From an optimization exercise on the open Yosys and OpenROAD flow, aimed at small area; shortcuts taken in it are not production practice. In this exercise RTL edits were held to simulation tests only and were not proved equivalent to the original. The clock input has no modelled driver; a real chip could not lean on it and would need a root buffer or a full tree. No activity file was given, so power comes from the tool's default toggle rates.

==> juniper <==
Design snake_game_ctrl, start of the top module:
module snake_game_ctrl
#(
    parameter int MAX_LEN  = 64,
    parameter int INIT_LEN = 3
) (
    input  logic       clk,
    input  logic       reset,
    input  logic       tick,
    input  logic       dir_valid,
    input  logic [1:0] dir,
    input  logic [3:0] apple_x,
    input  logic [3:0] apple_y,
    output logic       draw_valid,
    input  logic       draw_ready,
    output logic [3:0] draw_x,
    output logic [3:0] draw_y,
    output logic [1:0] draw_color,
    output logic [3:0] head_x,
    output logic [3:0] head_y,
    output logic [8:0] length,
    output logic [7:0] score,
    output logic       apple_eaten,
    output logic       busy,
    output logic       game_over
);
==> module snake_game_ctrl, before the edit <==
module snake_game_ctrl
#(
    parameter int MAX_LEN  = 64,
    parameter int INIT_LEN = 3
) (
    input  logic       clk,
    input  logic       reset,
    input  logic       tick,
    input  logic       dir_valid,
    input  logic [1:0] dir,
    input  logic [3:0] apple_x,
    input  logic [3:0] apple_y,
    output logic       draw_valid,
    input  logic       draw_ready,
    output logic [3:0] draw_x,
    output logic [3:0] draw_y,
    output logic [1:0] draw_color,
    output logic [3:0] head_x,
    output logic [3:0] head_y,
    output logic [8:0] length,
    output logic [7:0] score,
    output logic       apple_eaten,
    output logic       busy,
    output logic       game_over
);
    localparam logic [2:0] S_IDLE  = 3'd0;
    localparam logic [2:0] S_ALIGN = 3'd1;
    localparam logic [2:0] S_WALK  = 3'd2;
    localparam logic [2:0] S_OVER  = 3'd3;
    localparam logic [2:0] S_DHEAD = 3'd4;
    localparam logic [2:0] S_DBODY = 3'd5;
    localparam logic [2:0] S_ERASE = 3'd6;
    localparam logic [2:0] S_INIT  = 3'd7;
    logic [2:0] r_state;
    logic       r_init;       
    logic [5:0] r_c;          
    logic [3:0] r_hx, r_hy;   
    logic [3:0] r_wx, r_wy;   
    logic [7:0] r_score;
    logic [1:0] r_pend;
    logic [1:0] r_cur;
    logic [1:0] w_move;
    logic       w_wr;
    logic [3:0] w_nx, w_ny;
    logic       w_wall;
    logic       w_eat, w_grow, w_match, w_last;
    logic       w_full;
    logic [5:0] w_len6;
    assign w_wr = r_init || ((r_state == S_ALIGN) && (&r_c));
    snake_body_fifo u_body (
        .clk    (clk),
        .i_wr   (w_wr),
        .i_data (r_pend),
        .o_data (w_move)
    );
    always_comb begin
        w_nx = r_hx;
        w_ny = r_hy;
        w_wall = 1'b0;
        case (r_pend)
            snake_pkg::UP:    begin w_ny = r_hy - 4'd1; w_wall = (r_hy == 4'd0);  end
            snake_pkg::DOWN:  begin w_ny = r_hy + 4'd1; w_wall = (r_hy == 4'd15); end
            snake_pkg::LEFT:  begin w_nx = r_hx - 4'd1; w_wall = (r_hx == 4'd0);  end
            default:          begin w_nx = r_hx + 4'd1; w_wall = (r_hx == 4'd15); end
        endcase
    end
    assign w_eat   = (w_nx == apple_x) && (w_ny == apple_y) && !r_init;
    assign w_full  = (r_score >= 8'(MAX_LEN - INIT_LEN));
    assign w_len6  = w_full ? 6'd0 : (r_score[5:0] + 6'(INIT_LEN));
    assign w_grow  = w_eat && !w_full;
    assign w_match = (r_wx == w_nx) && (r_wy == w_ny);
    assign w_last  = (r_c == w_len6);
    always_ff @(posedge clk) begin
        if (reset) begin
            r_state <= S_INIT;
            r_init  <= 1'b1;
            r_c     <= 6'd0;
            r_hx    <= snake_pkg::INIT_HEAD_X + 4'd1;
            r_hy    <= snake_pkg::INIT_HEAD_Y;
            r_wx    <= snake_pkg::INIT_HEAD_X + 4'd2;
            r_wy    <= snake_pkg::INIT_HEAD_Y;
            r_score <= 8'd0;
            r_pend  <= snake_pkg::LEFT;
            r_cur   <= snake_pkg::LEFT;
        end else begin
            r_c <= (w_wr && !r_init) ? 6'd1 : r_c + 6'd1;
            case (r_state)
                S_INIT: r_state <= S_DHEAD;
                S_IDLE: begin
                    if (dir_valid && (dir != snake_pkg::opposite(r_cur))) r_pend <= dir;
                    if (tick) r_state <= S_ALIGN;
                end
                S_ALIGN: begin
                    r_cur <= r_pend;
                    r_wx  <= r_hx;
                    r_wy  <= r_hy;
                    if (w_wall)     r_state <= S_OVER;
                    else if (w_wr)  r_state <= S_WALK;
                end
                S_WALK: begin
                    if (w_last) begin
                        r_state <= (w_match && w_grow) ? S_OVER : S_DHEAD;
                    end else if (w_match) begin
                        r_state <= S_OVER;
                    end else begin
                        case (w_move)
                            snake_pkg::UP:    r_wy <= r_wy + 4'd1;
                            snake_pkg::DOWN:  r_wy <= r_wy - 4'd1;
                            snake_pkg::LEFT:  r_wx <= r_wx + 4'd1;
                            default:          r_wx <= r_wx - 4'd1;
                        endcase
                    end
                end
                S_DHEAD: begin
                    if (draw_ready) begin
                        r_state <= S_DBODY;
                    end
                end
                S_DBODY: begin
                    if (draw_ready) begin
                        if (w_grow) begin
                            r_state <= S_IDLE;
                            r_hx    <= w_nx;
                            r_hy    <= w_ny;
                            r_score <= r_score + 8'd1;
                        end else begin
                            r_state <= S_ERASE;
                        end
                    end
                end
                S_ERASE: begin
                    if (draw_ready) begin
                        r_state <= S_IDLE;
                        r_init  <= 1'b0;
                        r_hx    <= w_nx;
                        r_hy    <= w_ny;
                        if (w_eat && (r_score != 8'hFF)) r_score <= r_score + 8'd1;
                    end
                end
                default: ;
            endcase
        end
    end
    assign draw_valid  = r_state[2] && (r_state != S_INIT);
    assign draw_x      = (r_state == S_DHEAD) ? w_nx : (r_state == S_DBODY) ? r_hx : r_wx;
    assign draw_y      = (r_state == S_DHEAD) ? w_ny : (r_state == S_DBODY) ? r_hy : r_wy;
    assign draw_color  = (r_state == S_DHEAD) ? snake_pkg::GRN :
                         ((r_state == S_DBODY) || r_init) ? snake_pkg::YEL : snake_pkg::OFF;
    assign head_x      = r_hx;
    assign head_y      = r_hy;
    assign length      = {2'b00, w_full, w_len6};
    assign score       = r_score;
    assign apple_eaten = (r_state == S_DHEAD) && draw_ready && w_eat;
    assign busy        = (r_state != S_IDLE);
    assign game_over   = (r_state == S_OVER);
endmodule
export LEC_CHECK = 0
export CAP_MARGIN = 20
export CORE_MARGIN = 2
export CORE_UTILIZATION = 75
export SLEW_MARGIN = 20
create_clock -name core_clock -period 12.0 [get_ports {clk}]
standard.sh (not shown) runs the stock make flow with config.mk's settings and CLKGATE_MAP_FILE= SYNTH_SCRIPT=/design/flow/synth_recipe.tcl, a recipe that flattens the netlist after the stock synthesis.
==> flow/flow/run.sh <==
#!/bin/bash
# Own layout flow: the standard ORFS flow (standard.sh) with changes that only affect how
# the cells are chosen and the clock is buffered:
#  1. Synthesis is ORFS's synth.tcl through synth_recipe.tcl (same registers, names, flattening
#     and renaming as the standard synthesis), without the adder pre-mapping, and with ABC
#     mapping the combinational logic with an area-oriented script. Each flow/abc*.script is
#     tried and the one giving the smallest synthesised area is used for the layout.
#  2. Port buffers use sky130_fd_sc_hd__buf_1.
#  3. The clock tree is built by flow/mcts.tcl inside ORFS's CTS step (in place of
#     clock_tree_synthesis): the clock port drives one root inverter (inv_12), which drives
#     inv_8 leaf inverters, one per cluster of flip-flops (two inversions, so the flip-flops see
#     the clock's own polarity); leaves are added until the estimated clock-pin slew is under
#     the limit. The rest of the CTS step (legalisation, timing repair) is ORFS's.
# Every tool's output goes to log files in the work folder (and ORFS's logs under orfs*/).
set -euo pipefail
W=$(pwd)
F=$W/flow

# ORFS scripts, with the CTS step's clock_tree_synthesis call replaced
rm -rf "$W/scripts"
cp -r "$FLOW_HOME/scripts" "$W/scripts"
sed -i "s#^log_cmd clock_tree_synthesis {\*}\$cts_args#source $F/mcts.tcl\nmanual_cts_auto 8 16 sky130_fd_sc_hd__inv_8 sky130_fd_sc_hd__inv_12 118#" "$W/scripts/cts.tcl"
grep -q "^manual_cts_auto" "$W/scripts/cts.tcl"
export SCRIPTS_DIR=$W/scripts
export BUFFER_PORTS_ARGS="-buffer_cell sky130_fd_sc_hd__buf_1"

# synthesis script: synth_recipe.tcl, with synth.tcl's ABC call using $::env(OWN_ABC_SCRIPT)
sed "s#^\s*log_cmd abc {\*}\$abc_args#  log_cmd abc {*}[lreplace \$abc_args 1 1 \$::env(OWN_ABC_SCRIPT)]#" \
    "$W/scripts/synth.tcl" > "$W/scripts/synth_area.tcl"
grep -q "OWN_ABC_SCRIPT" "$W/scripts/synth_area.tcl"
{
    head -n 1 "$W/synth_recipe.tcl"
    echo "source $W/scripts/synth_area.tcl"
    tail -n +3 "$W/synth_recipe.tcl"
} > "$W/own_synth.tcl"
sed -n 2p "$W/synth_recipe.tcl" | grep -q "^source .*synth.tcl"

sed "s#SYNTH_SCRIPT=[^ ]*#SYNTH_SCRIPT=$W/own_synth.tcl ADDER_MAP_FILE=#" "$W/standard.sh" > "$W/own_standard.sh"
grep -q "SYNTH_SCRIPT=$W/own_synth.tcl" "$W/own_standard.sh"

# try each ABC script in a scratch ORFS folder; keep the smallest
best=""; best_area=""
for s in "$F"/abc*.script; do
    n=$(basename "$s" .script)
    sed "s#WORK_HOME=[^ ]*#WORK_HOME=$W/try_$n#" "$W/own_standard.sh" > "$W/try_$n.sh"
    if OWN_ABC_SCRIPT=$s bash "$W/try_$n.sh" synth > "$W/try_$n.log" 2>&1; then
        a=$(sed -n "s/.*Chip area for module '.snake_game_ctrl': *\([0-9.]*\).*/\1/p" \
            "$W"/try_$n/reports/*/snake_game_ctrl/base/synth_stat.txt | head -n 1)
        echo "$n $a" >> "$W/abc_choice.log"
        if [[ -n "$a" ]] && { [[ -z "$best" ]] || awk "BEGIN{exit !($a < $best_area)}"; }; then
            best=$s; best_area=$a
        fi
    fi
done
[[ -n "$best" ]]
echo "chosen $best $best_area" >> "$W/abc_choice.log"

OWN_ABC_SCRIPT=$best bash "$W/own_standard.sh" finish > "$W/own_flow.log" 2>&1
Other scripts of this flow, unchanged in this note and not shown: flow/flow/abc1.script, flow/flow/abc2.script, flow/flow/abc3.script, flow/flow/abc4.script, flow/flow/abc5.script, flow/flow/abc6.script, flow/flow/abc7.script, flow/flow/abc8.script, flow/flow/mcts.tcl
==> pepper: changes against juniper <==
--- a/flow/design.v
+++ b/flow/design.v
@@ -77,5 +77,4 @@
     logic [7:0] r_score;
     logic [1:0] r_pend;
-    logic [1:0] r_cur;
     logic [1:0] w_move;
     logic       w_wr;
@@ -120,5 +119,4 @@
             r_score <= 8'd0;
             r_pend  <= snake_pkg::LEFT;
-            r_cur   <= snake_pkg::LEFT;
         end else begin
             r_c <= (w_wr && !r_init) ? 6'd1 : r_c + 6'd1;
@@ -126,9 +124,8 @@
                 S_INIT: r_state <= S_DHEAD;
                 S_IDLE: begin
-                    if (dir_valid && (dir != snake_pkg::opposite(r_cur))) r_pend <= dir;
+                    if (dir_valid && (dir != snake_pkg::opposite(r_wy[1:0]))) r_pend <= dir;
                     if (tick) r_state <= S_ALIGN;
                 end
                 S_ALIGN: begin
-                    r_cur <= r_pend;
                     r_wx  <= r_hx;
                     r_wy  <= r_hy;
@@ -161,4 +158,5 @@
                             r_hx    <= w_nx;
                             r_hy    <= w_ny;
+                            r_wy[1:0] <= r_pend;
                             r_score <= r_score + 8'd1;
                         end else begin
@@ -173,4 +171,5 @@
                         r_hx    <= w_nx;
                         r_hy    <= w_ny;
+                        r_wy[1:0] <= r_pend;
                         if (w_eat && (r_score != 8'hFF)) r_score <= r_score + 8'd1;
                     end
--- a/flow/flow/run.sh
+++ b/flow/flow/run.sh
@@ -6,5 +6,4 @@
 #     mapping the combinational logic with an area-oriented script. Each flow/abc*.script is
 #     tried and the one giving the smallest synthesised area is used for the layout.
-#  2. Port buffers use sky130_fd_sc_hd__buf_1.
 #  3. The clock tree is built by flow/mcts.tcl inside ORFS's CTS step (in place of
 #     clock_tree_synthesis): the clock port drives one root inverter (inv_12), which drives
@@ -22,4 +21,7 @@
 sed -i "s#^log_cmd clock_tree_synthesis {\*}\$cts_args#source $F/mcts.tcl\nmanual_cts_auto 8 16 sky130_fd_sc_hd__inv_8 sky130_fd_sc_hd__inv_12 118#" "$W/scripts/cts.tcl"
 grep -q "^manual_cts_auto" "$W/scripts/cts.tcl"
+# global placement: remove synthesis buffers even without timing-driven placement
+sed -i '0,/^if { \$::env(GPL_TIMING_DRIVEN) } {$/s//if { 1 } {/' "$W/scripts/global_place.tcl"
+grep -A1 "^if { 1 } {" "$W/scripts/global_place.tcl" | grep -q remove_buffers
 export SCRIPTS_DIR=$W/scripts
 export BUFFER_PORTS_ARGS="-buffer_cell sky130_fd_sc_hd__buf_1"
==> flow/flow/abc10.script (new file) <==
strash
refactor -N 12
rewrite
&get -n
&deepsyn -T 60
&put
dch
if -K 4 -a
mfs2 -a
strash
refactor -N 12
rewrite
dch
amap
==> flow/flow/abc9.script (new file) <==
strash
refactor -N 12
rewrite
&get -n
&deepsyn -T 20
&put
dch
if -K 4 -a
mfs2 -a
strash
refactor -N 12
rewrite
dch
amap
Settings changed: CAP_MARGIN 20 to 0, CORE_UTILIZATION 75 to 60, GPL_TIMING_DRIVEN set to 0, SLEW_MARGIN 20 to 0.
==> impl_metrics.py <==
metrics = {
    "power": {
        "p_per_area_nw_per_um2": 235,
        "comb_cell_power_mw": 0.325,
        "pwr-share-comb_pct": 26.1,
    },
    "timing": {
        "max_clock_freq_mhz": 150,
        "timing.slew.headroom_pct": 44.8,
        "tightest_slew_ns": 0.820,
        "fin_hold_ws_ns": 0.320,
        "setup_slack_ns": 5.35,
    },
    "logic_synthesis": {
        "synth_compound_area_share_pct": 18.0,
    },
    "detailed_routing": {
        "drt-total-wl_um": 11900,
        "wl_met1_um": 4290,
        "wl_per_cell_um": 19.6,
        "vias": 4011,
    },
    "global_routing": {
        "grt_pass1_vias": 3794,
        "grt_use_met3_pct": 4.72,
    },
    "final_layout": {
        "layout_common_cells": "dfxtp_1 (166), nor2_1 (58), buf_1 (51), clkinv_1 (50), o21ai_0 (34)",
        "layout-drive-gt1-share_pct": 2.83,
        "synthToLayoutAreaGrowth_pct": 8.46,
    },
    "floorplan": {
        "die_h_um": 84.7,
    },
    "outcome": {
        "outcome": "complete, no violations",
    },
}
The numbers above come from juniper.

==> impl_metrics.py <==
metrics = {
    "detailed_routing": {
        "vias": 3486,
        "wl_per_cell_um": 14.3,
        "wl_met1_um": 4190,
    },
    "final_layout": {
        "synthToLayoutAreaGrowth_pct": 8.42,
        "layout-drive-gt1-share_pct": 1.69,
        "layout_common_cells": "dfxtp_1 (164), nor2_1 (67), buf_1 (51), clkinv_1 (49), o21ai_0 (36)",
    },
    "power": {
        "p_per_area_nw_per_um2": 168,
        "pwr-share-comb_pct": 10.4,
        "comb_cell_power_mw": 0.0914,
    },
    "outcome": {
        "outcome": "complete, no violations",
    },
    "timing": {
        "tightest_slew_ns": 1.28,
        "setup_slack_ns": 5.43,
        "fin_hold_ws_ns": 0.328,
    },
    "logic_synthesis": {
        "synth_compound_area_share_pct": 16.2,
    },
    "floorplan": {
        "die_h_um": 93.7,
    },
    "global_routing": {
        "grt_use_met3_pct": 3.13,
    },
}
The numbers above come from pepper.

In every run of this note, the design's own scripts or RTL, not TritonCTS, make the clock network.

==> static timing again, ports no longer ideal <==
The results above use ideal ports. As a check the final layouts listed here were re-extracted and re-timed, cells and wires unchanged. Step 1, drivers: a clkbuf_16 drives clk and a buf_2 each remaining input, both assumed. Step 2 times the ports against the registers' clock, not the clock port: input delays grow and output delays shrink by t, the midpoint of the rising clock arrivals with the driver on. a / b / c = ideal ports / drivers / drivers and shift; a / b = the first two.
run | t (ns) | setup WS [ns] | hold slack, ns | worst setup path after step 2
juniper | 0.232 | 5.349 / 5.327 / 5.327 | 0.320 / 0.320 / 0.320 | input to output
pepper | 0.232 | 5.432 / 5.408 / 5.408 | 0.328 / 0.328 / 0.328 | input to output
After both steps setup and hold are still met in every run listed. For pepper, which loses most, drivers alone change the setup slack by -0.024 ns; drivers and shift together by -0.024 ns.
